Context: an optimization exercise on an open-source flow, tuned for small area. The choices shown serve that exercise and are no tape-out recipe. Function was checked by simulation only, so behaviour that the tests miss may differ from the original. No activity file was given, so power comes from the tool's default toggle rates.

## flow/run.sh

```bash
#!/bin/bash
# synth_recipe.tcl (not shown) runs the flow's synth.tcl, then flattens the netlist and writes it again
# the make line also repeats each setting of config.mk as NAME=value (left out here)
make -C /OpenROAD-flow-scripts/flow DESIGN_CONFIG=/design/flow/config.mk WORK_HOME=/design/flow/orfs CLKGATE_MAP_FILE= SYNTH_SCRIPT=/design/flow/synth_recipe.tcl finish
```

## flow/design.v

```verilog
module branch_target_predictor #(
  parameter int unsigned ADDR_W   = 32,
  parameter int unsigned ENTRIES  = 16,
  parameter logic [1:0]  CTR_INIT = 2'b01,
  parameter int unsigned CNT_W    = 16
) (
  input  logic              clk,
  input  logic              reset,
  input  logic              enable,
  input  logic [ADDR_W-1:0] pc_f,
  output logic              pred_hit,
  output logic              pred_taken,
  output logic [ADDR_W-1:0] pred_target,
  input  logic              upd_valid,
  input  logic [ADDR_W-1:0] upd_pc,
  input  logic              upd_taken,
  input  logic [ADDR_W-1:0] upd_target,
  input  logic              upd_pred_taken,
  input  logic [ADDR_W-1:0] upd_pred_target,
  input  logic              flush_all,
  output logic              mispredict,
  output logic [CNT_W-1:0]  branch_cnt,
  output logic [CNT_W-1:0]  mispred_cnt
);
  localparam int unsigned IDX_W = $clog2(ENTRIES);
  localparam int unsigned TAG_W = ADDR_W - IDX_W - 2;
  logic [ENTRIES-1:0]             valid_q;
  logic [ENTRIES-1:0]             valid_d;
  logic [ENTRIES-1:0][TAG_W-1:0]  tag_q;
  logic [ENTRIES-1:0][TAG_W-1:0]  tag_d;
  logic [ENTRIES-1:0][ADDR_W-1:0] tgt_q;
  logic [ENTRIES-1:0][ADDR_W-1:0] tgt_d;
  logic [ENTRIES-1:0][1:0]        ctr_q;
  logic [ENTRIES-1:0][1:0]        ctr_d;
  logic [CNT_W-1:0]  branch_cnt_q, branch_cnt_d;
  logic [CNT_W-1:0]  mispred_cnt_q, mispred_cnt_d;
  logic [IDX_W-1:0]  f_idx;
  logic [TAG_W-1:0]  f_tag;
  logic [IDX_W-1:0]  u_idx;
  logic [TAG_W-1:0]  u_tag;
  logic              u_hit;
  logic              upd_pc_unused;
  assign upd_pc_unused = ^upd_pc[1:0];
  assign f_idx = pc_f[IDX_W+1:2];
  assign f_tag = pc_f[ADDR_W-1:IDX_W+2];
  assign u_idx = upd_pc[IDX_W+1:2];
  assign u_tag = upd_pc[ADDR_W-1:IDX_W+2];
  assign pred_hit    = valid_q[f_idx] && (tag_q[f_idx] == f_tag);
  assign pred_taken  = pred_hit && ctr_q[f_idx][1];
  assign pred_target = pred_taken ? tgt_q[f_idx] : pc_f + ADDR_W'(4);
  assign u_hit = valid_q[u_idx] && (tag_q[u_idx] == u_tag);
  assign mispredict = upd_valid &&
                      ((upd_taken != upd_pred_taken) ||
                       (upd_taken && (upd_target != upd_pred_target)));
  assign branch_cnt  = branch_cnt_q;
  assign mispred_cnt = mispred_cnt_q;
  always_comb begin
    valid_d       = valid_q;
    tag_d         = tag_q;
    tgt_d         = tgt_q;
    ctr_d         = ctr_q;
    branch_cnt_d  = branch_cnt_q;
    mispred_cnt_d = mispred_cnt_q;
    if (flush_all) begin
      for (int i = 0; i < int'(ENTRIES); i++) begin
        valid_d[i] = 1'b0;
      end
    end else if (upd_valid) begin
      if (u_hit) begin
        if (upd_taken) begin
          tgt_d[u_idx] = upd_target;
          if (ctr_q[u_idx] != 2'b11) ctr_d[u_idx] = ctr_q[u_idx] + 2'd1;
        end else begin
          if (ctr_q[u_idx] != 2'b00) ctr_d[u_idx] = ctr_q[u_idx] - 2'd1;
        end
      end else if (upd_taken) begin
        valid_d[u_idx] = 1'b1;
        tag_d[u_idx]   = u_tag;
        tgt_d[u_idx]   = upd_target;
        ctr_d[u_idx]   = 2'b10;
      end
    end
    if (upd_valid) begin
      if (branch_cnt_q != '1) branch_cnt_d = branch_cnt_q + CNT_W'(1);
      if (mispredict && (mispred_cnt_q != '1)) mispred_cnt_d = mispred_cnt_q + CNT_W'(1);
    end
  end
  always_ff @(posedge clk) begin
    if (reset) begin
      for (int i = 0; i < int'(ENTRIES); i++) begin
        valid_q[i] <= 1'b0;
        tag_q[i]   <= '0;
        tgt_q[i]   <= '0;
        ctr_q[i]   <= CTR_INIT;
      end
      branch_cnt_q  <= '0;
      mispred_cnt_q <= '0;
    end else if (enable) begin
      valid_q       <= valid_d;
      tag_q         <= tag_d;
      tgt_q         <= tgt_d;
      ctr_q         <= ctr_d;
      branch_cnt_q  <= branch_cnt_d;
      mispred_cnt_q <= mispred_cnt_d;
    end
  end
endmodule
```

## flow/constraint.sdc

```tcl
create_clock -name core_clock -period 8.0 [get_ports {clk}]
set_input_delay 1.6000 -clock core_clock [delete_from_list [all_inputs] [get_ports {clk}]]
set_output_delay 1.6000 -clock core_clock [all_outputs]
set_load 0.01 [all_outputs]
```

## flow/config.mk

```make
export PLATFORM = sky130hd
export DESIGN_NAME = branch_target_predictor
export DESIGN_NICKNAME = branch_target_predictor
export VERILOG_FILES = /design/flow/design.v
export SDC_FILE = /design/flow/constraint.sdc
export NUM_CORES = 4
export LEC_CHECK = 0
export CAP_MARGIN = 20
export CORE_MARGIN = 2
export CORE_UTILIZATION = 40
export SETUP_SLACK_MARGIN = 0.3
export SLEW_MARGIN = 20
```

==> impl_metrics.csv <==
group,metric,value,unit
placed_design,pre_cts_ws,0.3744,ns
cells_and_area,nFillCells,12640,
power,power,13490,µW
logic_synthesis,synth.area.top_cells,"dfxtp_1 (38%), mux4_2 (16%), a22o_1 (5.4%)",
cells_and_area,nets,5592,
die,placementRows,134,
placed_design,dpl.hpwl,182.4,mm
logic_synthesis,netlist_area,53460,µm²
logic_synthesis,synth-seq-area-share,0.3774,
clocking,postCtsHoldBufs,0,
timing,fin_skew,0.05320,ns
grt,overflow,0,
timing,finalSetupViolCount,0,
clocking,insertion_delay,0.77,ns
setup_path,worstPathArrival,5.90,ns
die,initial_utilization,0.4016,
die,core,133100,µm²
setup_path,startpoint_type,"input pin",
logic_synthesis,yosysTopAreaCellShare,0.3774,
setup_path,worst_path_largest_cell_delay,0.85,ns
power,leakagePower,0.02127,µW
setup_path,cpMaxStageDelayCell,"a21oi_1",
die,ioPinCount,202,
route,drc,0,
die,die_w,369.6,µm
cells_and_area,area_growth,14.82,%
timing,maxSlewViolCount,0,
grt,grt_antenna_before_repair,12,
route,vias_per_cell,6.961,
logic_synthesis,ys_seq_elements,1008,
placed_design,place_inst,7086,
setup_path,crit_type,"in -> out",
route,post_drt_wl_per_cell,37.19,µm
flow_run,max_cap_viol_count,0,
logic_synthesis,ys_warn_count,1,
clocking,post-cts-setup-buffer-count,0,
grt,grt_usage,0.3863,
hold_path,hp-start,"tgt_q[387]",
clocking,cts_tree,"yes",
cells_and_area,multi_input_area,30800,µm²
grt,grt_pass1_wl,375.1,mm
power,ir_drop,0.0002537,V
route,first_iter_violations,7879,
timing,relSlewSlack,0.1761,
logic_synthesis,synth.avg_cell_area,9.808,µm²
route,first_pass_iters,6,
setup_path,worstSetupEndpointType,"primary output",
timing,worst_slew_pin_slew,1.236,ns
cells_and_area,fin_cells,7290,
logic_synthesis,ys_async_sr_fraction,0,
timing,period_minus_slack,7.496,ns
timing,setup_slack,0.5044,ns
timing,rsz0062_at_grt,"false",
placed_design,gp_congestion,1.059,
logic_synthesis,synth_top_flop_cell,"dfxtp_1",
outcome,status,"finished clean",
timing,fin_crit_sh,0.9370,
clocking,clk_pin_slew,0.06,ns
setup_path,crit_path_start,"pc_f[4]",
timing,finalHoldViolCount,0,
logic_synthesis,synth_cell_types,93,
die,die_y,369.6,µm
power,p_per_area,219.8,nW/µm²
setup_path,crit_required,6.40,ns
clocking,clockBufferDepth,3,
timing,max_freq,133.4,MHz
setup_path,crit_chain,"buf_6 > buf_4 > mux4_2 > nor2b_1 > a211oi_1 > a21oi_1 > xor2_1 > nor4_1 > nand4_1 > or3_4 > buf_12 > mux2_4 > clkdlybuf4s50_1",
logic_synthesis,synth_edf_count,0,
placed_design,portBuffers,199,
hold_path,min_path_type,"reg -> reg",
logic_synthesis,synth_cells,5451,
cells_and_area,mostFrequentLayoutCell,"dfxtp_1",
cells_and_area,regArea,20180,µm²
grt,grt_pass1_vias,47280,
clocking,cts-root-buf,"clkbuf_16",
cells_and_area,drive_gt1_frac,0.1744,
logic_synthesis,synth.largest_area_cell,"dfxtp_1",
die,die-area,136600,µm²
clocking,cts.sinks,1008,
clocking,htreeDepth,3,
setup_path,cp_max_fo,37,
timing,tns,0,ns
route,routed_wl,271.1,mm
route,vias,50750,
cells_and_area,final_cell_mix,"dfxtp_1 (1008), nor2_1 (595), nand2_1 (475)",
route,final_antenna_net_count,0,
clocking,numCtsBuffers,111,
grt,grt_max_degree,221,
logic_synthesis,synthesis.nets,5611,
setup_path,r2r_start,"tag_q[15]",
==> power by group <==
group | internal (µW) | total, µW | switching, µW
Combinational | 752 | 3020 | 2270
Clock | 3110 | 5410 | 2300
Sequential | 5040 | 5070 | 23.9
Total | 8910 | 13500 | 4590
==> layer usage <==
metal | global-route usage | share of wire | vias to the layer above
met5 | 0 | 0.00034 | -
met4 | 0.2826 | 0.089 | 14
met3 | 0.1053 | 0.12 | 922
met2 | 0.5743 | 0.43 | 3774
met1 | 0.4802 | 0.37 | 25240
li1 | - | - | 20800
==> final cells by class <==
type                            count  share of cell area
Inverter                           53            0.003241
Antenna cell                        7           0.0002853
Clock inverter                     36            0.008907
Timing Repair Buffer              454             0.06818
Clock buffer                      160             0.05297
Multi-Input combinational cell   3804              0.5017
Tap cell                         1768             0.03604
Sequential cell                  1008              0.3287
==> Yosys cell counts, types with 13 or more instances <==
cell and instances:
a211oi_1 16, a21oi_1 300, a22o_1 329, a22oi_1 204
a2bb2o_1 23, a31oi_1 109, a32o_1 17, a32oi_1 266
and2_1 26, and3_1 29, buf_1 39, buf_2 83
buf_4 25, buf_6 23, clkbuf_1 416, dfxtp_1 1008
ha_1 24, inv_1 49, mux2_2 23, mux2_4 29
mux2i_1 136, mux4_2 375, nand2_1 488, nand3_1 80
nand4_1 25, nor2_1 602, nor2b_1 22, nor3_1 65
nor4_1 41, o211ai_1 16, o21ai_0 88, o21ai_1 20
o22ai_1 30, o2bb2ai_1 38, o311ai_0 13, o31ai_1 17
o32ai_1 19, or3_1 18, xnor2_1 74, xor2_1 84
==> state kept, by name, summed over array words and instances (netlist names) <==
signal,count
branch_cnt_q,16
ctr_q,32
mispred_cnt_q,16
tag_q,416
tgt_q,512
valid_q,16
==> what timing repair did <==
item / in CTS / in global routing
endpoints found under the hold margin: 0 / 0
resized for setup: 0 / 5
endpoints found under the setup margin: 0 / 34
==> logic make-up after synthesis <==
logic type	share of synthesized area
XOR/XNOR	0.02588
AND/OR/NAND/NOR	0.1178
flip-flops	0.3774
multiplexers	0.1966
adder cells (fa/ha/maj)	0.005991
AO/OA/AOI/OAI	0.2245
buffers and inverters	0.05179
==> worst max-delay path: cells and delay by family <==
family | cells | cell delay (ns)
buf+inv | 4 | 1.46
xor+xnor | 1 | 0.24
mux | 2 | 0.54
compound gates | 2 | 0.91
simple gates | 4 | 1.08
==> path summary, 6_finish.rpt <==
path,end,slack [ns],depth (start not counted)
max,pred_target[9],0.50,13
min,tgt_q[387],0.45,2
max reg2reg,tag_q[190],3.05,11
min reg2reg,tgt_q[387],0.45,2
==> per-stage QoR <==
step	hold slack (ns)	instance area [µm²]	util
floorplan	0.4290	53460	-
global placement	0.4350	57530	0.4322
detailed placement	0.4433	57530	0.4322
CTS	0.4521	61330	0.4607
global route	0.4709	61370	0.4610
finish	0.4506	61390	0.4611

-- separate check: timing with driven ports --
In the flow no input, the clock included, has a driving cell. The finished layout below was timed again as built, in two steps.
Step 1: set_driving_cell puts a clkbuf_16 on clk and a buf_2 on each other input, an assumption about the parent block.
Step 2, shift: input delay + t, output delay - t, t = (earliest + latest rising clock arrival at the registers) / 2. This alone moves slack from input paths to output paths.
a / b / c = ideal ports / drivers / drivers and shift; a / b = the first two.
t, ns: 0.831
setup slack, ns: 0.504 / 0.363 / 0.363
worst setup path after step 2: input to output
pins driven straight from the clock port: 1
After both steps this run still meets setup and hold. For this run, drivers alone change the setup slack by -0.141 ns; drivers and shift together by -0.141 ns.
